From an optimization exercise on the open Yosys and OpenROAD flow, aimed at small area, a short achievable clock period and few clock cycles; shortcuts taken in it are not production practice.
Only simulation tests tie the RTL to the original design; equivalence was not proved.
Power and IR drop assume default switching activity.

// netflow_v5_packet_builder_core
module netflow_v5_packet_builder_core #(
	parameter int unsigned RECORDS_PER_PACKET = 30
) (
	input  logic        clk,
	input  logic        arst_n,
	input  logic        flow_valid,
	output logic        flow_ready,
	input  logic [31:0] flow_src_ip,
	input  logic [31:0] flow_dst_ip,
	input  logic [31:0] flow_packet_count,
	input  logic [31:0] flow_byte_count,
	input  logic [63:0] flow_first_seen,
	input  logic [63:0] flow_last_seen,
	input  logic [15:0] flow_src_port,
	input  logic [15:0] flow_dst_port,
	input  logic [7:0]  flow_tcp_flag_bits,
	input  logic [7:0]  flow_protocol,
	input  logic        flow_end_of_batch,
	output logic        words_valid,
	input  logic        words_ready,
	output logic [8:0]  words_word_index,
	output logic [31:0] words_data_word,
	output logic        words_last_of_packet
);
export LEC_CHECK = 0
export CAP_MARGIN = 20
export CORE_MARGIN = 2
export CORE_UTILIZATION = 55
export CTS_BUF_LIST = sky130_fd_sc_hd__clkbuf_4 sky130_fd_sc_hd__clkbuf_8
export PLACE_DENSITY = 0.7
export SETUP_SLACK_MARGIN = 5
export SLEW_MARGIN = 20
export TNS_END_PERCENT = 0
create_clock -name core_clock -period 10.0 [get_ports {clk}]
standard.sh (not shown) runs the stock make flow with config.mk's settings and CLKGATE_MAP_FILE= SYNTH_SCRIPT=/design/flow/synth_recipe.tcl, a recipe that flattens the netlist after the stock synthesis.
==> flow/flow/run.sh <==
#!/bin/bash
set -euo pipefail
export BUFFER_PORTS_ARGS="-buffer_cell sky130_fd_sc_hd__buf_1"
bash standard.sh SETUP_SLACK_MARGIN=6.5 finish > layout.log 2>&1
Testbench counts at the start, summed over its fixed seeds: cycles 40,362.
Change:
--- a/flow/design.v
+++ b/flow/design.v
@@ -100,26 +100,25 @@
 	logic [7:0]  r_flags, r_proto;
 	logic [31:0] sf, sl;            
 	logic [22:0] uf, ul;            
 	logic [6:0]  rf, rl;            
 	logic [31:0] base_q, seq_q, h_up, h_secs;
 	logic [31:0] h_ns;
 	logic [4:0]  cnt_q, hcnt_q;
 	logic        opn_q;             
 	logic        seq_c;             
 	logic [8:1]  k_q;
 	logic        c_b0, c_opn;       
 	logic        c_gt;              
-	logic        fa_ns, fb_x4, fb_nb, fb_q, fb_ns;
-	logic        lb_x4, lb_nb, lb_nsf, lb_q, lb_nqf;
+	logic        s_x4, s_ns, s_nb, s_nsf, s_nqf;
 	logic        fr_q, nb_q, nclose_q, pend_q, pend_close_q, wrap_q;
 	logic [17:0] np_q;              
 	logic        ov_q, olast_q;
 	logic [8:0]  oidx_q;
 	logic [31:0] od_q;
 	logic       take, close_in;
 	logic [4:0] cnt_in;
 	assign take     = flow_valid && fr_q;
 	assign cnt_in   = opn_q ? 5'd1 : cnt_q + 5'd1;
 	assign close_in = (cnt_in == 5'(RECORDS_PER_PACKET)) || flow_end_of_batch;
 	logic        k_div, k_mul, k_ns, k_idle;
 	logic [9:0]  tf, tl;
@@ -132,32 +131,32 @@
 	assign k_div  = |k_q[5:1];
 	assign k_mul  = |k_q[3:1];
 	assign k_ns   = k_q[5] || k_q[7] || k_q[8];
 	assign k_idle = !(|k_q);
 	assign tf = div125_top(flow_first_seen[31:23]);
 	assign tl = div125_top(flow_last_seen[31:23]);
 	assign f1 = div125_r4(rf, uf[19:18]);
 	assign f2 = div125_r4(f1[6:0], uf[17:16]);
 	assign l1 = div125_r4(rl, ul[19:18]);
 	assign l2 = div125_r4(l1[6:0], ul[17:16]);
 	assign qf = {9'd0, uf};
 	assign ql = {9'd0, ul};
-	assign f_a  = fa_ns ? h_ns : sf;
-	assign f_b  = ({32{fb_x4}} & (sf << 2)) | ({32{fb_nb}} & ~base_q) |
-	              ({32{fb_q}} & qf) | ({32{fb_ns}} & (h_ns << 2));
-	assign f_ci = fb_nb;
+	assign f_a  = s_ns ? h_ns : sf;
+	assign f_b  = ({32{s_x4}} & (sf << 2)) | ({32{s_nb}} & ~base_q) |
+	              ({32{k_q[6]}} & qf) | ({32{s_ns}} & (h_ns << 2));
+	assign f_ci = s_nb;
 	assign l_a  = sl;
-	assign l_b  = ({32{lb_x4}} & (sl << 2)) | ({32{lb_nb}} & ~base_q) |
-	              ({32{lb_nsf}} & ~sf) | ({32{lb_q}} & ql) | ({32{lb_nqf}} & ~qf);
-	assign l_ci = lb_nb || lb_nsf || lb_nqf;
+	assign l_b  = ({32{s_x4}} & (sl << 2)) | ({32{s_nb}} & ~base_q) |
+	              ({32{s_nsf}} & ~sf) | ({32{k_q[6]}} & ql) | ({32{s_nqf}} & ~qf);
+	assign l_ci = s_nb || s_nsf || s_nqf;
 	assign f_sum = f_a + f_b + 32'(f_ci);
 	assign {l_co, l_sum} = {1'b0, l_a} + {1'b0, l_b} + 33'(l_ci);
 	logic adv, avail, load, last_np;
 	assign adv     = !ov_q || words_ready;
 	assign avail   = (np_q[6] || np_q[7]) ? (k_q[8] || k_idle) : 1'b1;
 	assign load    = adv && nb_q && avail;
 	assign last_np = nclose_q ? np_q[17] : np_q[11];
 	logic       nb_n, nclose_n, pend_n, pend_close_n, fr_n;
 	logic [17:0] np_n;
 	always_comb begin
 		nb_n         = nb_q;
 		nclose_n     = nclose_q;
@@ -214,34 +213,29 @@
 			if (seq_c) seq_q[31:8] <= seq_q[31:8] + 24'd1;
 			k_q   <= k_n;
 			if (take) opn_q <= close_in;
 			if (k_q[6] && c_b0) base_q <= f_sum;
 		end
 	end
 	always_ff @(posedge clk) begin
 		nclose_q     <= nclose_n;
 		pend_close_q <= pend_close_n;
 		np_q         <= np_n;
 		if (load && np_q[12]) hcnt_q <= cnt_q;
 		if (take) cnt_q <= cnt_in;
-		fa_ns  <= k_n[5] || k_n[7] || k_n[8];
-		fb_x4  <= |k_n[3:1];
-		fb_nb  <= k_n[4] && !c_b0;
-		fb_q   <= k_n[6];
-		fb_ns  <= k_n[5] || k_n[7] || k_n[8];
-		lb_x4  <= |k_n[3:1];
-		lb_nb  <= k_n[4] && !c_b0;
-		lb_nsf <= (k_n[4] && c_b0) || (k_n[7] && !c_b0);
-		lb_q   <= k_n[6];
-		lb_nqf <= k_n[7] && c_b0;
+		s_x4  <= |k_n[3:1];
+		s_ns  <= k_n[5] || k_n[7] || k_n[8];
+		s_nb  <= k_n[4] && !c_b0;
+		s_nsf <= (k_n[4] && c_b0) || (k_n[7] && !c_b0);
+		s_nqf <= k_n[7] && c_b0;
 	end
 	always_ff @(posedge clk) begin
 		if (adv) begin
 			od_q    <= word;
 			olast_q <= np_q[17];
 		end
 		if (fr_q) begin
 			r_src   <= flow_src_ip;
 			r_dst   <= flow_dst_ip;
 			r_pc    <= flow_packet_count;
 			r_bc    <= flow_byte_count;
 			r_ports <= {flow_src_port, flow_dst_port};
What happened:
- power went down by 6.2%
- global-route usage went down by 1.4 points
- synthesized area hardly moves
- non-clock buffer count went down by 64
- via count went down by 1.8%
- setup slack is worse by 0.22 ns
- critical path depth went down by 2
- worst hold slack hardly moves
- routed wire length went down by 4.0%
- die area hardly moves
Testbench counts after the change, summed over its fixed seeds: cycles 40,362.

separate check: timing with driven ports:
The results above use ideal ports. As a check the final layouts listed here were re-extracted and re-timed, cells and wires unchanged. Step 1 sets driving cells, clkbuf_16 on the clock port and buf_2 on the other inputs (assumed; they add their load-dependent delay and slew). Step 2 times the ports against the registers' clock, not the clock port: input delays grow and output delays shrink by t, the midpoint of the rising clock arrivals with the driver on. Slacks: no drivers / after step 1 / after step 2; pairs: no drivers / after step 1.
| run | t, ns | setup WS [ns] | worst setup path at the end | clock arrival spread, ns | worst register clock-pin slew, ns |
|---|---|---|---|---|---|
| the first run | 0.746 | 6.285 / 6.285 / 5.616 | input to register | 0.031 / 0.031 | 0.07 / 0.07 |
| the second run | 0.754 | 6.061 / 6.061 / 5.434 | input to register | 0.050 / 0.050 | 0.07 / 0.07 |
After both steps every run listed still meets setup and hold. For the first run, which loses most, drivers alone change the setup slack by 0.000 ns; drivers and shift together by -0.669 ns.
